Source: an optimization exercise on an open RTL-to-GDS flow (aim: small area). Production flows keep margins and buffers that such runs may drop. Only simulation tests tie the RTL to the original design; equivalence was not proved.

run a:
Design pcie_cfg_top, start of the top module:
module pcie_cfg_top
#(
    parameter logic [31:0] CLEAR_INTERVAL = CLEAR_INTERVAL_DEFAULT
)
(
    input  logic        clk_pcie,
    input  logic        rst,
    input  logic        i_cmd_valid,
    input  logic [63:0] i_cmd_data,
    input  logic        i_rsp_full,
    input  logic        i_mgmt_done,
    input  logic [31:0] i_mgmt_do,
    input  logic [15:0] i_func_id,
    input  logic [15:0] i_link_status,
    output logic        o_cmd_ready,
    output logic        o_rsp_valid,
    output logic [31:0] o_rsp_data,
    output logic        o_mgmt_rd_en,
    output logic        o_mgmt_wr_en,
    output logic [31:0] o_mgmt_di,
    output logic [9:0]  o_mgmt_dwaddr,
    output logic [3:0]  o_mgmt_byte_en,
    output logic        o_mgmt_wr_readonly,
    output logic        o_mgmt_wr_rw1c,
    output logic [63:0] o_dsn
);
clock: 5.0 ns
lec_check: 0
cap_margin: 20
core_area: 10 10 165 165
die_area: 0 0 175 175
place_density: 0.8
slew_margin: 20
synth_hierarchical: 1
buffer_ports_args: -buffer_cell sky130_fd_sc_hd__buf_1
cts_args: -sink_clustering_enable -repair_clock_nets -dont_use_dummy_load -buf_list {sky130_fd_sc_hd__clkbuf_4} -sink_clustering_size 9 -sink_clustering_max_diameter 40
standard.sh (not shown) runs the stock make flow with config.mk's settings and CLKGATE_MAP_FILE= SYNTH_SCRIPT=/design/flow/synth_recipe.tcl, a recipe that flattens the netlist after the stock synthesis.
==> flow/flow/run.sh <==
#!/bin/bash
# Standard layout, with the ports buffered by the smallest buffer and a lighter clock tree
set -o pipefail
cat >> config.mk <<'EOC'
export BUFFER_PORTS_ARGS = -buffer_cell sky130_fd_sc_hd__buf_1
export CTS_ARGS = -sink_clustering_enable -repair_clock_nets -dont_use_dummy_load -buf_list {sky130_fd_sc_hd__clkbuf_4} -sink_clustering_size 9 -sink_clustering_max_diameter 40
EOC
bash standard.sh > standard_run.log 2>&1
### run a -> run b
--- a/flow/design.v
+++ b/flow/design.v
@@ -76,60 +76,55 @@
 module cfg_rd_sel
 (
     input  logic [RW_MAP_BITS-1:0] i_rw_map,
     input  logic                   i_mgmt_rd_en,
     input  logic                   i_mgmt_wr_en,
     input  logic [15:0]            i_func_id,
     input  logic [15:0]            i_link_status,
     input  logic [31:0]            i_mgmt_do,
     input  logic                   i_rb_valid,
     input  logic [9:0]             i_rb_dwaddr,
     input  logic [3:0]             i_rb_byte_en,
     input  logic [31:0]            i_rb_data,
-    input  logic [15:0]            i_sel_e,         
-    input  logic [15:0]            i_sel_o,         
-    input  logic                   i_en_rw,         
-    input  logic                   i_en_ro,         
+    input  logic [15:0]            i_rw_sel_e,      
+    input  logic [15:0]            i_rw_sel_o,      
+    input  logic [11:0]            i_ro_sel_e,
+    input  logic [11:0]            i_ro_sel_o,
     output logic [7:0]             o_even,
     output logic [7:0]             o_odd
 );
     logic [RO_MAP_BITS-1:0] ro_map;
     assign ro_map[RO_POS_MAGIC +: 16]       = RO_MAGIC;
     assign ro_map[RO_POS_SPECIAL +: 16]     = {14'd0, i_mgmt_wr_en, i_mgmt_rd_en};
     assign ro_map[RO_POS_BYTE_COUNT +: 32]  = 32'(RO_MAP_BITS / 8);
     assign ro_map[RO_POS_FUNC_ID +: 16]     = i_func_id;
     assign ro_map[RO_POS_LINK_STATUS +: 16] = i_link_status;
     assign ro_map[RO_POS_MGMT_DO +: 32]     = i_mgmt_do;
     assign ro_map[RO_POS_READBACK +: 32]    = {16'd0, i_rb_byte_en, i_rb_valid, 1'b0, i_rb_dwaddr};
     assign ro_map[RO_POS_RB_DATA +: 32]     = i_rb_data;
-    logic [7:0] rw_e, rw_o, ro_e, ro_o;
     always_comb
     begin
-        rw_e = '0;
-        rw_o = '0;
-        ro_e = '0;
-        ro_o = '0;
+        o_even = '0;
+        o_odd  = '0;
         for (int k = 0; k < 16; k++)
         begin
-            rw_e = rw_e | (i_rw_map[16*k +: 8]     & {8{i_sel_e[k]}});
-            rw_o = rw_o | (i_rw_map[16*k + 8 +: 8] & {8{i_sel_o[k]}});
+            o_even = o_even | (i_rw_map[16*k +: 8]     & {8{i_rw_sel_e[k]}});
+            o_odd  = o_odd  | (i_rw_map[16*k + 8 +: 8] & {8{i_rw_sel_o[k]}});
         end
         for (int k = 0; k < 12; k++)
         begin
-            ro_e = ro_e | (ro_map[16*k +: 8]     & {8{i_sel_e[k]}});
-            ro_o = ro_o | (ro_map[16*k + 8 +: 8] & {8{i_sel_o[k]}});
+            o_even = o_even | (ro_map[16*k +: 8]     & {8{i_ro_sel_e[k]}});
+            o_odd  = o_odd  | (ro_map[16*k + 8 +: 8] & {8{i_ro_sel_o[k]}});
         end
     end
-    assign o_even = (rw_e & {8{i_en_rw}}) | (ro_e & {8{i_en_ro}});
-    assign o_odd  = (rw_o & {8{i_en_rw}}) | (ro_o & {8{i_en_ro}});
 endmodule
 `timescale 1ns/1ps
 module cfg_inc4
 (
     input  logic [3:0] i_q,
     input  logic       i_cin,
     input  logic       i_clr,
     output logic [3:0] o_d,
     output logic       o_all1
 );
     logic [4:0] c;
     assign c[0] = i_cin;
@@ -382,39 +377,45 @@
         .o_d    (rb_nxt[45:0])
     );
     cfg_ld_next #(.W(1)) u_rbv_next (
         .i_q    (rb_q[46]),
         .i_hold (rbv_hold),
         .i_d    (rb_in[46]),
         .i_load (rbv_load),
         .o_d    (rb_nxt[46])
     );
     always_ff @(posedge clk_pcie)
         {rb_valid, rb_dwaddr, rb_byte_en, rb_data} <= rb_nxt;
     logic [7:0]   rd_e, rd_o;
+    logic [15:0] rw_u, rw_w;         
+    logic [11:0] ro_u, ro_w;
+    assign rw_u = {16{in_map &  addr[ADDR_BIT_RW_MAP]}} & u_oh[15:0];
+    assign rw_w = {16{in_map &  addr[ADDR_BIT_RW_MAP]}} & w_oh;
+    assign ro_u = {12{in_map & ~addr[ADDR_BIT_RW_MAP]}} & u_oh[11:0];
+    assign ro_w = {12{in_map & ~addr[ADDR_BIT_RW_MAP]}} & w_oh[11:0];
     cfg_rd_sel u_rd_sel (
         .i_rw_map      (rw_map),
         .i_mgmt_rd_en  (o_mgmt_rd_en),
         .i_mgmt_wr_en  (o_mgmt_wr_en),
         .i_func_id     (i_func_id),
         .i_link_status (i_link_status),
         .i_mgmt_do     (i_mgmt_do),
         .i_rb_valid    (rb_valid),
         .i_rb_dwaddr   (rb_dwaddr),
         .i_rb_byte_en  (rb_byte_en),
         .i_rb_data     (rb_data),
-        .i_sel_e       (u_oh[15:0]),
-        .i_sel_o       (w_oh),
-        .i_en_rw       (in_map &  addr[ADDR_BIT_RW_MAP]),
-        .i_en_ro       (in_map & ~addr[ADDR_BIT_RW_MAP]),
+        .i_rw_sel_e    (rw_u),
+        .i_rw_sel_o    (rw_w),
+        .i_ro_sel_e    (ro_u),
+        .i_ro_sel_o    (ro_w),
         .o_even        (rd_e),
         .o_odd         (rd_o)
     );
     always_ff @(posedge clk_pcie)
     begin
         if (rst)
             o_rsp_valid <= 1'b0;
         else
             o_rsp_valid <= rd_accept;
     end
     always_ff @(posedge clk_pcie)
     begin
Notes after the runs:
Every stage of the flow completed for run b, and the final layout passed the timing, design-rule and antenna checks. Changes observed in run b relative to run a: final design instance area without fill rose by about 1.2%, total vias in the final route rose by 1290. Wire length of the first global-routing pass came out higher on run b than on run a. Of run b and run a, the lower detailed route wirelength on metal3 belongs to run a. Re minimum setup slack after placement: run b and run a aren't equal, and the higher value belongs to run b. Share of post-route cells with drive strength above 1: run b vs run a — no meaningful difference.

==> afterwards: timing with drivers on the ports <==
Ports are ideal in the flow. The routed layouts listed here were re-timed in OpenROAD.
Step 1 assumes that a clkbuf_16 drives the clock port and a buf_2 every other input.
Step 2 times the ports against the registers' clock, not the clock port: input delays grow and output delays shrink by t, the midpoint of the rising clock arrivals with the driver on.
a / b / c = no drivers / after step 1 / after step 2; a / b = the first two.
run | t (ns) | setup WS [ns] | worst register clock-pin slew, ns
run a | 0.736 | 1.513 / 1.526 / 0.791 | 0.11 / 0.11
run b | 0.712 | 1.241 / 1.264 / 0.552 | 0.10 / 0.10
After both steps every run listed still meets setup and hold. For run a, which loses most, drivers alone change the setup slack by +0.013 ns; drivers and shift together by -0.722 ns.
